What follows belongs to an exercise in optimizing a design on an open flow for small area; a production flow would make more cautious choices.
No run shown here included a check of the RTL's function; only the layout flow was run.
Power figures rest on the tool's default switching activity, not on a simulated workload.

--- flow/design.v ---
`timescale 1ns/1ps
package spram_pkg;
    localparam int data_width = 32;
    localparam int byte_width = 8;                          
    localparam int num_lanes  = data_width / byte_width;
    localparam int mem_depth  = 64;
    localparam int addr_width = $clog2(mem_depth);
    localparam int max_read_latency = 4;
    typedef logic [addr_width-1:0] addr_t;
    typedef logic [data_width-1:0] data_t;
    typedef logic [num_lanes-1:0]  lane_mask_t;
    localparam data_t read_reset_value = '0;
    typedef enum logic [1:0] {
        wm_read_first,                                      
        wm_write_first,                                     
        wm_no_change                                        
    } write_mode_e;
endpackage
`timescale 1ns/1ps
module spram_we_grp (
    input  logic lane,       
    input  logic hi,
    output logic grp_n
);
    assign grp_n = !(lane && hi);
endmodule
module spram_we_gate (
    input  logic lo_n,
    input  logic grp_n,
    output logic we
);
    assign we = !(lo_n || grp_n);
endmodule
module spram_port_ctrl (
    input  spram_pkg::lane_mask_t                                lane_en,    
    input  logic [7:0]                                           dec_hi,
    input  logic [7:0]                                           dec_lo_n,
    output logic [spram_pkg::mem_depth*spram_pkg::num_lanes-1:0] lane_we     
);
    logic [8*spram_pkg::num_lanes-1:0] grp_n;
    for (genvar j = 0; j < 8; j++) begin : g_hi
        for (genvar l = 0; l < spram_pkg::num_lanes; l++) begin : g_lane
            spram_we_grp u_grp (
                .lane  (lane_en[l]),
                .hi    (dec_hi[j]),
                .grp_n (grp_n[j*spram_pkg::num_lanes+l])
            );
            for (genvar i = 0; i < 8; i++) begin : g_lo
                spram_we_gate u_gate (
                    .lo_n  (dec_lo_n[i]),
                    .grp_n (grp_n[j*spram_pkg::num_lanes+l]),
                    .we    (lane_we[(j*8+i)*spram_pkg::num_lanes+l])
                );
            end
        end
    end
endmodule
`timescale 1ns/1ps
module spram_rd_sel (
    input  logic hi,
    input  logic lo,
    output logic sel_n
);
    assign sel_n = !(hi && lo);
endmodule
module spram_rd_pair (
    input  logic q0_n,
    input  logic sel0_n,
    input  logic q1_n,
    input  logic sel1_n,
    output logic hit
);
    assign hit = !((q0_n || sel0_n) && (q1_n || sel1_n));
endmodule
module spram_rd_nor4 (
    input  logic [3:0] hit,
    output logic       miss
);
    assign miss = !(|hit);
endmodule
module spram_rd_nand4 (
    input  logic [3:0] miss,
    output logic       hit
);
    assign hit = !(&miss);
endmodule
module spram_array (
    input  logic [spram_pkg::mem_depth*spram_pkg::data_width-1:0] mem_n,    
    input  logic [7:0]                                            rd_hi,
    input  logic [7:0]                                            rd_lo,
    output logic [2*spram_pkg::data_width-1:0]                    rd_half   
);
    localparam int DW = spram_pkg::data_width;
    logic [spram_pkg::mem_depth-1:0] sel_n;
    for (genvar w = 0; w < spram_pkg::mem_depth; w++) begin : g_sel
        spram_rd_sel u_sel (
            .hi    (rd_hi[w/8]),
            .lo    (rd_lo[w%8]),
            .sel_n (sel_n[w])
        );
    end
    for (genvar b = 0; b < DW; b++) begin : g_bit
        logic [31:0] hit;
        logic [7:0]  miss;
        for (genvar k = 0; k < 32; k++) begin : g_pair
            spram_rd_pair u_pair (
                .q0_n   (mem_n[(2*k)*DW+b]),
                .sel0_n (sel_n[2*k]),
                .q1_n   (mem_n[(2*k+1)*DW+b]),
                .sel1_n (sel_n[2*k+1]),
                .hit    (hit[k])
            );
        end
        for (genvar g = 0; g < 8; g++) begin : g_nor
            spram_rd_nor4 u_nor (
                .hit  (hit[4*g +: 4]),
                .miss (miss[g])
            );
        end
        for (genvar h = 0; h < 2; h++) begin : g_nand
            spram_rd_nand4 u_nand (
                .miss (miss[4*h +: 4]),
                .hit  (rd_half[h*DW+b])
            );
        end
    end
endmodule
`timescale 1ns/1ps
module spram_out_pipe (
    input  logic rd,
    input  logic load,
    input  logic hold,
    input  logic q,
    output logic d
);
    assign d = (load && rd) || (hold && q);
endmodule
`timescale 1ns/1ps
module spram_top (
    input  logic                  clka,
    input  logic                  rsta,
    input  logic                  ena,
    input  spram_pkg::addr_t      addra,
    input  spram_pkg::data_t      dina,
    input  spram_pkg::lane_mask_t wea,
    input  logic                  regcea,
    output spram_pkg::data_t      douta
);
    localparam int DW = spram_pkg::data_width;
    localparam int BW = spram_pkg::byte_width;
    localparam int NL = spram_pkg::num_lanes;
    localparam int ND = spram_pkg::mem_depth;
    logic [DW-1:0] mem_n [0:ND-1];
    logic [DW-1:0] rd_word;      
    logic          rd_valid;     
    logic [7:0] dec_lo;
    logic [7:0] dec_hi;
    always_comb begin
        for (int i = 0; i < 8; i++) begin
            dec_lo[i] = (addra[2:0] == 3'(i));
            dec_hi[i] = (addra[5:3] == 3'(i));
        end
    end
    logic [ND*NL-1:0] lane_we;
    spram_port_ctrl spram_port_ctrl_inst (
        .lane_en  ({NL{ena}} & wea),
        .dec_hi   (dec_hi),
        .dec_lo_n (~dec_lo),
        .lane_we  (lane_we)
    );
    always_ff @(posedge clka) begin
        for (int w = 0; w < ND; w++) begin
            for (int i = 0; i < NL; i++) begin
                if (lane_we[w*NL+i]) begin
                    mem_n[w][i*BW +: BW] <= ~dina[i*BW +: BW];
                end
            end
        end
    end
    logic [ND*DW-1:0] mem_flat;
    logic [2*DW-1:0]  rd_half;
    always_comb begin
        for (int w = 0; w < ND; w++) begin
            mem_flat[w*DW +: DW] = mem_n[w];
        end
    end
    spram_array spram_array_inst (
        .mem_n   (mem_flat),
        .rd_hi   (dec_hi),
        .rd_lo   (dec_lo),
        .rd_half (rd_half)
    );
    always_ff @(posedge clka) begin
        if (ena) begin
            rd_word <= rd_half[DW-1:0] | rd_half[2*DW-1:DW];
        end
    end
    always_ff @(posedge clka or posedge rsta) begin
        if (rsta) begin
            rd_valid <= 1'b0;
        end else if (ena) begin
            rd_valid <= 1'b1;
        end
    end
    logic [DW-1:0] dout_next;
    for (genvar b = 0; b < DW; b++) begin : g_out
        spram_out_pipe u_out (
            .rd   (rd_word[b]),
            .load (regcea && rd_valid),
            .hold (!regcea),
            .q    (douta[b]),
            .d    (dout_next[b])
        );
    end
    always_ff @(posedge clka or posedge rsta) begin
        if (rsta) begin
            douta <= spram_pkg::read_reset_value;
        end else begin
            douta <= dout_next;
        end
    end
endmodule
--- flow/flow/run.sh ---
#!/bin/bash
# Own layout flow: the standard flow, with the combinational gates of
# the synthesis netlist sized by fanout before floorplan and the ports
# buffered with the smallest buffer.
set -euo pipefail
W=$(pwd)
bash standard.sh synth > "$W/flow_synth.log" 2>&1
bash standard.sh finish PRE_FLOORPLAN_TCL="$W/flow/downsize.tcl" \
  BUFFER_PORTS_ARGS="-buffer_cell sky130_fd_sc_hd__buf_1" > "$W/flow_finish.log" 2>&1
--- flow/flow/downsize.tcl ---
# Sourced by ORFS at the start of floorplan (PRE_FLOORPLAN_TCL): size every
# combinational gate by the fanout of its output, smallest drive for a
# fanout up to 5, drive 2 up to 16, drive 4 above. The flow's own repair
# later sizes up what timing needs.
set db [ord::get_db]
set block [ord::get_db_block]
set n 0
foreach inst [$block getInsts] {
  set name [[$inst getMaster] getName]
  if {![regexp {^(sky130_fd_sc_hd__(nor|nand|and|or|o|a)[0-9a-z]*)_([0-9]+)$} $name -> base kind drive]} {
    continue
  }
  set fanout 0
  foreach it [$inst getITerms] {
    if {[$it isOutputSignal]} {
      set net [$it getNet]
      if {$net ne "NULL"} {
        set fanout [expr {[llength [$net getITerms]] - 1 + [llength [$net getBTerms]]}]
      }
    }
  }
  set want 1
  if {$fanout > 16} {
    set want 4
  } elseif {$fanout > 5} {
    set want 2
  }
  set m "NULL"
  for {set d $want} {$d >= 1 && $m eq "NULL"} {incr d -1} {
    set m [$db findMaster ${base}_$d]
  }
  if {$m ne "NULL" && [$m getName] ne $name} {
    $inst swapMaster $m
    incr n
  }
}
puts "downsize: $n gates resized by fanout"
--- flow/standard.sh ---
#!/bin/bash
# synth_recipe.tcl (not shown) runs the flow's synth.tcl, then flattens the netlist and writes it again
# the make line also repeats each setting of config.mk as NAME=value (left out here)
make -C /OpenROAD-flow-scripts/flow DESIGN_CONFIG=/design/flow/config.mk WORK_HOME=/design/flow/orfs CLKGATE_MAP_FILE= SYNTH_SCRIPT=/design/flow/synth_recipe.tcl "${@:-finish}"
--- flow/config.mk ---
export PLATFORM = sky130hd
export DESIGN_NAME = spram_top
export DESIGN_NICKNAME = spram_top
export VERILOG_FILES = /design/flow/design.v
export SDC_FILE = /design/flow/constraint.sdc
export NUM_CORES = 4
export LEC_CHECK = 0
export CAP_MARGIN = 20
export CORE_MARGIN = 2
export CORE_UTILIZATION = 40
export CTS_BUF_LIST = sky130_fd_sc_hd__clkbuf_8
export CTS_CLUSTER_DIAMETER = 60
export CTS_CLUSTER_SIZE = 18
export SETUP_SLACK_MARGIN = 0.3
export SLEW_MARGIN = 20
export SYNTH_HIERARCHICAL = 1
--- flow/constraint.sdc ---
create_clock -name core_clock -period 3.2 [get_ports {clka}]
set_input_delay 0.6400 -clock core_clock [delete_from_list [all_inputs] [get_ports {clka}]]
set_output_delay 0.6400 -clock core_clock [all_outputs]
set_load 0.01 [all_outputs]
==> flow_metrics.tcl, run 1 <==
set metrics [dict create \
    leakage_nw 27.73 \
    die_y_um 437.5 \
    maxSlewViolCount 0 \
    drt_pass1_iterations 5 \
    tightest_slew_ns 1.039 \
    grt_pass1_vias 41880 \
    wl_per_cell_um 28.35 \
    p_int_mw 35.69 \
    io_pins 78 \
    fin_worst_skew_ns 0.03558 \
    endpoint "rd_word[6]" \
    core_um2 187200 \
    port_buffers 77 \
    min_path_type "in2reg" \
    critPathKind "in2reg" \
    ctsLongestPathBuffers 3 \
    dpl-instance-area_um2 84190 \
    clk_pin_slew_ns 0.11 \
    power_mw 45.43 \
    nFillCells 15780 \
    gp_congestion 0.8790 \
    grt_max_degree 65 \
    cts-root-buf "clkbuf_8" \
    clockPowerShare_pct 28.0 \
    slew_headroom_pct 30.75 \
    fin_crit_sh_pct 86.71 \
    setup_violations 0 \
    drt_iter0_markers 4814 \
    ys_area_um2 75480 \
    multi_input_area_um2 11780 \
    cp-end-kind "flip-flop" \
    synth_top_area_cell "edfxtp_1" \
    synthTopCellsByArea "edfxtp_1 83%, o22ai_1 8.5%, nor4_2 4.2%" \
    crit_fanout 14 \
    cts_setup_buffers 0 \
    p_seq_share_pct 67.6 \
    hpwl_um 138900 \
    start_util_pct 40.16 \
    cts_num_sinks 2113 \
    cts_tree "yes" \
    synth_seq_cells 2113 \
    p_sw_mw 9.744 \
    num_vias 42610 \
    max_stage_delay_ns 0.73 \
    drc 0 \
    grt_pass1_wl_um 295100 \
    clock_latency_ns 0.94 \
    hold_viol 0 \
    stdcell_area_um2 86590 \
    status "timing/DRC/antenna clean" \
    max_freq_ghz 0.3604 \
    ant_nets 0 \
    pwr-share-comb_pct 4.3 \
    ys_seq_area_share_pct 83.84 \
    htreeDepth 4 \
    numCtsBuffers 140 \
    reg2reg_depth 4 \
    seqCellArea_um2 63290 \
    period_needed_ns 2.775 \
    crit_top_cell "buf_4" \
    hp-start "dina[23]" \
    yosys_warnings 8 \
    cp-start-kind "input port" \
    r2r_end "rd_word[6]" \
    hold_ws_ns 0.1009 \
    reg2reg_from "mem_n[50][6]" \
    gr-total-overflow 0 \
    rows 159 \
    worstPathArrival_ns 3.48 \
    r2r_slack_ns 1.12 \
    drv_cap 0 \
    path_cells "buf_1, buf_4, and3b_2, nand2_4, buf_4, o22ai_1, nor4_1, nand4_1, or2_1" \
    netlist_instances 3940 \
    switching_share_pct 21.45 \
    nets 4760 \
    synth.distinct_cells 21 \
    setup_ws_ns 0.4254 \
    antenna_found_initial 5 \
    slowest_stage "nor4_1" \
    place_ws_ns -0.4140 \
    dieWidth_um 437.5 \
    via_per_inst 5.865 \
    synth_top_cell_area_share_pct 82.75 \
    final_util_pct 46.26 \
    powerDensity_nw_per_um2 524.7 \
    startpoint "addra[4]" \
    drt_wl_total_um 206000 \
    layout-drive-gt1-share_pct 23.99 \
    dieArea_um2 191400 \
    ir_drop_mv 0.4491 \
    crit_required_ns 3.90 \
    track_usage_pct 21.16 \
    syn_nets 3986 \
    rsz0062_at_grt "false" \
    holdPathStages 2 \
]
[timing repair]
action	in CTS	in global routing
hold buffers	1	0
resized for setup	0	0
hold endpoints to repair	33	0
[Yosys stat by module, one instance, submodules excluded, a selection]
module,copies in the design,flip-flops and latches
spram_rd_nand4,64,0
spram_out_pipe,32,0
spram_rd_nor4,256,0
spram_rd_sel,64,0
spram_we_grp,32,0
spram_we_gate,256,0
spram_top,1,2113
[layout make-up]
class / instances / share of cell area [%]
Multi-Input combinational cell: 1790 / 13.60
Inverter: 34 / 0.1618
Timing Repair Buffer: 635 / 6.794
Sequential cell: 2113 / 73.08
Antenna cell: 2 / 0.005780
Clock buffer: 151 / 2.400
Tap cell: 2495 / 3.605
Clock inverter: 46 / 0.3453
[synthesized netlist by cell type]
| library cell | instances |
|---|---|
| edfxtp_1 | 2080 |
| o22ai_1 | 1024 |
| nor2_1 | 256 |
| nor4_2 | 256 |
| nand2_1 | 96 |
| nand4_1 | 64 |
| inv_1 | 34 |
| dfrtp_1 | 33 |
| or2_2 | 33 |
| a22o_1 | 32 |
| and3b_1 | 6 |
| and2_1 | 5 |
| buf_4 | 3 |
| nand3b_1 | 3 |
| nor3b_1 | 3 |
| nor3b_2 | 3 |
| or3b_1 | 3 |
| and3_1 | 2 |
| nor3_1 | 2 |
| nand3_1 | 1 |
| or3_1 | 1 |
[registers in the layout, indices dropped and copies added, names as in the netlist]
| signal | cells |
|---|---|
| rd_word | 32 |
| rd_valid | 1 |
| douta | 32 |
| mem_n | 2048 |
[worst min path at each step]
| stage | end | slack, ns |
|---|---|---|
| 6_report | mem_n[51][23] | 0.10 |
| 2_1_floorplan | rd_valid | 0.43 |
| 5_1_grt | mem_n[47][23] | 0.07 |
| 3_3_place_gp | rd_valid | 0.45 |
| 4_1_cts | mem_n[49][23] | 0.03 |
| 3_5_place_dp | rd_valid | 0.46 |
[metal layers]
| layer | part of all wire [%] | global-route usage, % | vias up | wire [um] |
|---|---|---|---|---|
| met5 | 0 | 0 | - | 0 |
| met1 | 41 | 28.22 | 22280 | 83950 |
| li1 | - | - | 18400 | - |
| met4 | 3.2 | 6.935 | 0 | 6496 |
| met2 | 50 | 35.99 | 1620 | 103100 |
| met3 | 6.1 | 2.665 | 309 | 12490 |
[worst max-delay path, delay by kind of cell]
| kind | cells | cell delay [ns] |
|---|---|---|
| buf+inv | 3 | 0.64 |
| compound gates | 1 | 0.10 |
| simple gates | 5 | 2.06 |
[logic make-up after synthesis]
logic type      synth area share (%)
compound gates                 8.859
buf+inv                       0.1989
flops                          83.84
simple gates                   7.098
[metrics by stage]
stage | setup TNS (ns) | std cells
6_report | 0 | 7266
5_1_grt | 0 | 7266
4_1_cts | 0 | 7264
3_5_place_dp | -3.508 | 7066
3_3_place_gp | -4.173 | 7065
2_1_floorplan | 0 | 3940
[power by group through the flow]
stage | Combinational, mW | Sequential (mW) | Clock [mW]
2_1_floorplan | 0.740 | 31.3 | 0
3_3_place_gp | 1.91 | 31.4 | 0
3_5_place_dp | 1.95 | 31.4 | 0
4_1_cts | 1.95 | 30.7 | 12.9
5_1_grt | 2.05 | 30.7 | 13.9
6_report | 1.96 | 30.7 | 12.7
[cell usage in the layout, fill, tap and decap left out, types with 13 or more instances in the layout]
cell type	n
nor2_2	256
nand2_2	32
nor4_1	256
inv_1	19
inv_2	24
clkinv_2	13
edfxtp_1	2080
buf_4	445
buf_12	112
nand2_4	64
buf_1	76
dfrtp_1	33
a22o_1	32
clkbuf_8	151
or2_1	33
nand4_1	64
o22ai_1	1024
==> inputs of run 2 (changes only) <==
--- a/flow/design.v
+++ b/flow/design.v
@@ -64,13 +64,13 @@
     assign sel_n = !(hi && lo);
 endmodule
 module spram_rd_pair (
-    input  logic q0_n,
+    input  logic q0,
     input  logic sel0_n,
-    input  logic q1_n,
+    input  logic q1,
     input  logic sel1_n,
     output logic hit
 );
-    assign hit = !((q0_n || sel0_n) && (q1_n || sel1_n));
+    assign hit = !((q0 || sel0_n) && (q1 || sel1_n));
 endmodule
 module spram_rd_nor4 (
     input  logic [3:0] hit,
@@ -85,7 +85,7 @@
     assign hit = !(&miss);
 endmodule
 module spram_array (
-    input  logic [spram_pkg::mem_depth*spram_pkg::data_width-1:0] mem_n,    
+    input  logic [spram_pkg::mem_depth*spram_pkg::data_width-1:0] mem,    
     input  logic [7:0]                                            rd_hi,
     input  logic [7:0]                                            rd_lo,
     output logic [2*spram_pkg::data_width-1:0]                    rd_half   
@@ -104,9 +104,9 @@
         logic [7:0]  miss;
         for (genvar k = 0; k < 32; k++) begin : g_pair
             spram_rd_pair u_pair (
-                .q0_n   (mem_n[(2*k)*DW+b]),
+                .q0     (mem[(2*k)*DW+b]),
                 .sel0_n (sel_n[2*k]),
-                .q1_n   (mem_n[(2*k+1)*DW+b]),
+                .q1     (mem[(2*k+1)*DW+b]),
                 .sel1_n (sel_n[2*k+1]),
                 .hit    (hit[k])
             );
@@ -150,7 +150,7 @@
     localparam int BW = spram_pkg::byte_width;
     localparam int NL = spram_pkg::num_lanes;
     localparam int ND = spram_pkg::mem_depth;
-    logic [DW-1:0] mem_n [0:ND-1];
+    logic [DW-1:0] mem [0:ND-1];
     logic [DW-1:0] rd_word;      
     logic          rd_valid;     
     logic [7:0] dec_lo;
@@ -172,7 +172,7 @@
         for (int w = 0; w < ND; w++) begin
             for (int i = 0; i < NL; i++) begin
                 if (lane_we[w*NL+i]) begin
-                    mem_n[w][i*BW +: BW] <= ~dina[i*BW +: BW];
+                    mem[w][i*BW +: BW] <= dina[i*BW +: BW];
                 end
             end
         end
@@ -181,18 +181,18 @@
     logic [2*DW-1:0]  rd_half;
     always_comb begin
         for (int w = 0; w < ND; w++) begin
-            mem_flat[w*DW +: DW] = mem_n[w];
+            mem_flat[w*DW +: DW] = mem[w];
         end
     end
     spram_array spram_array_inst (
-        .mem_n   (mem_flat),
+        .mem     (mem_flat),
         .rd_hi   (dec_hi),
         .rd_lo   (dec_lo),
         .rd_half (rd_half)
     );
     always_ff @(posedge clka) begin
         if (ena) begin
-            rd_word <= rd_half[DW-1:0] | rd_half[2*DW-1:DW];
+            rd_word <= ~(rd_half[DW-1:0] | rd_half[2*DW-1:DW]);
         end
     end
     always_ff @(posedge clka or posedge rsta) begin
==> flow/flow/run.sh (replaced) <==
#!/bin/bash
# Own layout flow: the standard flow, with the combinational gates of
# the synthesis netlist sized by fanout before floorplan, and the ports
# buffered by ports.tcl: the address inputs with a fast buffer, the other
# inputs with the standard delay buffer and the outputs with the smallest.
set -euo pipefail
W=$(pwd)
bash standard.sh synth > "$W/flow_synth.log" 2>&1
bash standard.sh finish PRE_FLOORPLAN_TCL="$W/flow/downsize.tcl" DONT_BUFFER_PORTS=1 \
  PRE_GLOBAL_PLACE_TCL="$W/flow/ports.tcl" POST_GLOBAL_PLACE_TCL="$W/flow/portbuf_free.tcl" \
  > "$W/flow_finish.log" 2>&1
==> flow/flow/portbuf_free.tcl (new file) <==
# Sourced by ORFS at the end of global placement (POST_GLOBAL_PLACE_TCL):
# lets the later repair steps size the port buffers again.
set block [ord::get_db_block]
foreach bt [$block getBTerms] {
  set net [$bt getNet]
  if {$net eq "NULL"} { continue }
  foreach it [$net getITerms] {
    [$it getInst] setDoNotTouch 0
  }
}
==> flow/flow/ports.tcl (new file) <==
# Sourced by ORFS at the start of global placement (PRE_GLOBAL_PLACE_TCL),
# with DONT_BUFFER_PORTS=1: buffer every port here instead. Inputs get
# the delay buffer of the standard flow, except the address inputs, which
# start the read and get buf_2; outputs get the smallest buffer. The
# buffers are kept from remove_buffers; portbuf_free.tcl frees them after
# global placement.
set db [ord::get_db]
set block [ord::get_db_block]
buffer_ports -inputs -buffer_cell sky130_fd_sc_hd__clkdlybuf4s50_1
buffer_ports -outputs -buffer_cell sky130_fd_sc_hd__buf_1
set fast [$db findMaster sky130_fd_sc_hd__buf_2]
set n 0
foreach bt [$block getBTerms] {
  set net [$bt getNet]
  if {$net eq "NULL"} { continue }
  foreach it [$net getITerms] {
    set inst [$it getInst]
    if {![string match "sky130_fd_sc_hd__*buf*" [[$inst getMaster] getName]]} { continue }
    if {[string match "addra*" [$bt getName]]} {
      $inst swapMaster $fast
    }
    $inst setDoNotTouch 1
    incr n
  }
}
puts "ports: $n port buffers"
--- a/flow/config.mk
+++ b/flow/config.mk
@@ -7,10 +7,11 @@
 export LEC_CHECK = 0
 export CAP_MARGIN = 20
 export CORE_MARGIN = 2
-export CORE_UTILIZATION = 40
+export CORE_UTILIZATION = 60
 export CTS_BUF_LIST = sky130_fd_sc_hd__clkbuf_8
 export CTS_CLUSTER_DIAMETER = 60
 export CTS_CLUSTER_SIZE = 18
+export PLACE_DENSITY = 0.72
 export SETUP_SLACK_MARGIN = 0.3
 export SLEW_MARGIN = 20
 export SYNTH_HIERARCHICAL = 1
==> run 2 against run 1 <==
Largest cell class unchanged. Critical path type unchanged. Count of clock-buffer cells in the layout grew 5. Still clean. Design area shrank 3.7%. Register-to-register slack improved by 0.03 ns.
==> flow_metrics.tcl, run 2 <==
set metrics [dict create \
    top_layer_used "met5" \
    num_vias 42940 \
    grt_max_degree 65 \
    met1_length_um 75400 \
    leakage_nw 26.46 \
    final_cell_mix "2080 x edfxtp_1, 1024 x o22ai_1, 310 x buf_4" \
    drt_iter0_markers 6759 \
    r2r_end "rd_word[30]" \
    critPathKind "in2reg" \
    numCtsBuffers 143 \
    cp-start-kind "input port" \
    cts_setup_buffers 0 \
    synth_top_cell_area_share_pct 82.97 \
    path_cells "buf_2, and3b_2, nand2_4, buf_4, o22ai_1, nor4_1, nand4_1, nor2_1" \
    synth_compound_area_share_pct 8.882 \
    drt_wl_total_um 195300 \
    dr_wl_met2_um 90970 \
    rows 129 \
    met3_length_um 22620 \
    min_path_type "in2async" \
    synth.most_common_cell "edfxtp_1" \
    wl_per_cell_um 31.49 \
    ys_seq_area_share_pct 84.07 \
    ctsLongestPathBuffers 3 \
    cts_tree "yes" \
    ys_area_um2 75280 \
    htreeDepth 4 \
    status "timing/DRC/antenna clean" \
    synth_top_area_cell "edfxtp_1" \
    crit_required_ns 3.94 \
    synth-edff-count 2080 \
    worstPathArrival_ns 3.53 \
    reg2reg_depth 4 \
    fin_crit_sh_pct 87.36 \
    ys.flop_type "edfxtp_1" \
    largest_reg_flops 2048 \
    synth.distinct_cells 21 \
    placedCellCount 5968 \
    grt_pass1_vias 40940 \
    cp-end-kind "flip-flop" \
    yosys_warnings 8 \
    port_buffers 77 \
    synth_xor_area_share_pct 0 \
    fin_cells 6201 \
    track_usage_pct 30.71 \
    ant_nets 0 \
    tightest_slew_ns 1.037 \
    hold_buffers 0 \
    async_reset_ff_share_pct 1.562 \
    yosys.area_share.simple_pct 7.011 \
    crit_fanout 21 \
    hold_viol 0 \
    start_util_pct 60.57 \
    hold_ws_ns 0.1284 \
    cts_num_sinks 2113 \
    core_um2 123800 \
    maxSlewViolCount 0 \
    netlist_instances 3908 \
    slowest_stage "nor4_1" \
    slew_headroom_pct 30.66 \
    drv_cap 0 \
    grt_pass1_wl_um 280400 \
    cts.repair.resized 0 \
    drt_pass1_iterations 6 \
    dieArea_um2 127800 \
    reg2reg_from "mem[24][30]" \
    fin_worst_skew_ns 0.04668 \
    rsz0062_at_grt "false" \
    r2r_slack_ns 1.15 \
    synth_top_family_by_area "compound AO/OA/AOI/OAI gates" \
    max_freq_ghz 0.3577 \
    final_common_cell "edfxtp_1" \
    synthTopCellsByArea "edfxtp_1 83%, o22ai_1 8.5%, nor4_2 4.3%" \
    antenna_found_initial 5 \
    clk_pin_slew_ns 0.11 \
    io_pins 78 \
    max_stage_delay_ns 0.65 \
    ir_drop_mv 0.4814 \
    die_y_um 357.5 \
    gr-total-overflow 0 \
    period_needed_ns 2.796 \
    ys_top_cells_by_count "2080 x edfxtp_1, 1024 x o22ai_1, 288 x nor2_1, 256 x nor4_2, 96 x nand2_1" \
    powerDensity_nw_per_um2 548.6 \
    nets 4522 \
    syn_nets 3954 \
    setup_violations 0 \
    synth_fa_ha_area_share_pct 0 \
    cts-root-buf "clkbuf_8" \
    layout-drive-gt1-share_pct 20.21 \
    drc 0 \
    regMostFlops "mem" \
    synthMuxAreaShare_pct 0 \
    clock_latency_ns 0.90 \
    dieWidth_um 357.5 \
    top_regs "mem x2048, douta x32, rd_word x32" \
    synth_seq_cells 2113 \
    via_per_inst 6.925 \
    hpwl_um 126500 \
]
-- run 2: changes by cell type in the layout (fill, tap and decap cells not counted), sizes merged, moves of 7 or more --
cell           previous run  this run
nor2                    256       288
or2                      33         1
buf                     633       388
clkinvlp                 10         3
clkdlybuf4s50             0        38
-- run 2: how the worst max path moves through the flow --
stage	from	endpoint	slack [ns]	cells after the start
after global routing	addra[2]	rd_word[24]	0.39	9
after floorplan	addra[5]	mem[15][0]	0.33	3
after CTS	addra[2]	rd_word[30]	0.42	9
after detailed placement	addra[2]	rd_word[30]	-0.57	9
final	addra[5]	rd_word[30]	0.40	8
after global placement	addra[2]	rd_word[30]	-0.49	9
-- run 2: per-layer routing --
layer	track usage, %	vias to the layer above
li1	-	17980
met1	45.33	21850
met2	47.49	2762
met3	5.751	346
met5	0	-
met4	9.429	4
-- run 2: final cells by class --
| class | instances | area (um^2) |
|---|---|---|
| flip-flops and latches | 2113 | 63290 |
| diodes | 3 | 7.507 |
| fillers | 7851 | 40440 |
| multi-input cells | 1790 | 11720 |
| plain buffers | 3 | 22.52 |
| repair buffers | 423 | 3621 |
| clock inverters | 74 | 504.2 |
| well taps | 1637 | 2048 |
| clock buffers | 156 | 2147 |
| inverters | 2 | 7.507 |
-- run 2: per-stage QoR --
| stage | power, mW | cell area (um^2) | setup TNS (ns) | util, % | setup slack, ns |
|---|---|---|---|---|---|
| final | 45.73 | 83360 | 0 | 67.34 | 0.4045 |
| after global routing | 46.86 | 83360 | 0 | 67.33 | 0.3922 |
| after CTS | 45.83 | 83330 | 0 | 67.32 | 0.4167 |
| after detailed placement | 33.17 | 80680 | -10.85 | 65.17 | -0.5673 |
| after global placement | 33.12 | 80680 | -8.968 | 65.17 | -0.4882 |
| after floorplan | 31.83 | 74980 | 0 | - | 0.3286 |
-- run 2: cells by family (layout without fill, tap and decap cells) --
logic type             Yosys count  count (layout)
AND/OR/NAND/NOR                734             734
flip-flops                    2113            2113
buffers and inverters            5             658
other                            0               3
AO/OA/AOI/OAI                 1056            1056
-- run 2: power breakdown --
| group | internal, mW | total (mW) | switching [mW] |
|---|---|---|---|
| logic | 0.523 | 1.86 | 1.34 |
| registers | 30.6 | 30.7 | 0.135 |
| clock network | 4.97 | 13.2 | 8.18 |
-- run 2: critical path, delay by kind of cell --
family	cells	cell delay (ns)
buf+inv	2	0.48
simple gates	5	2.30
compound gates	1	0.10
-- run 2: Yosys stat by module (local to each module, per instance), a selection --
module          flops+latches  copies in the design  cells  area [um^2]
spram_we_grp                0                    32      1        3.754
spram_rd_nor4               0                   256      1        12.51
spram_top                2113                     1   2180        63670
spram_rd_pair               0                  1024      1        6.256
spram_rd_sel                0                    64      1        3.754
spram_out_pipe              0                    32      1        8.758
spram_we_gate               0                   256      1        3.754

-- static timing again, ports no longer ideal --
The flow's constraints put no driver on any port. The routed layouts listed below were extracted and timed again, unchanged, in two steps. Step 1: set_driving_cell puts a clkbuf_16 on clka and a buf_2 on each other input, an assumption about the parent block. Step 2 adds t to the input delays and takes it off the output delays; t is the mean of the earliest and latest rising clock arrival at the registers after step 1. Input paths then give back, and output paths get back, about the clock's delay inside the block. a / b / c = ideal ports / drivers / drivers and shift; a / b = the first two.
| run | t, ns | setup slack, ns | worst register clock-pin slew, ns | worst slew at a driven data input, ns |
|---|---|---|---|---|
| run 1 | 1.006 | 0.425 / 0.479 / -0.527 | 0.12 / 0.12 | 0.11 |
| run 2 | 0.954 | 0.404 / 0.445 / -0.508 | 0.11 / 0.11 | 0.07 |
Met with ideal ports but missed after step 2: setup timing in run 1 and run 2. The setup slack of run 1, which loses most, moves by +0.054 ns with the drivers and by -0.952 ns with both steps.
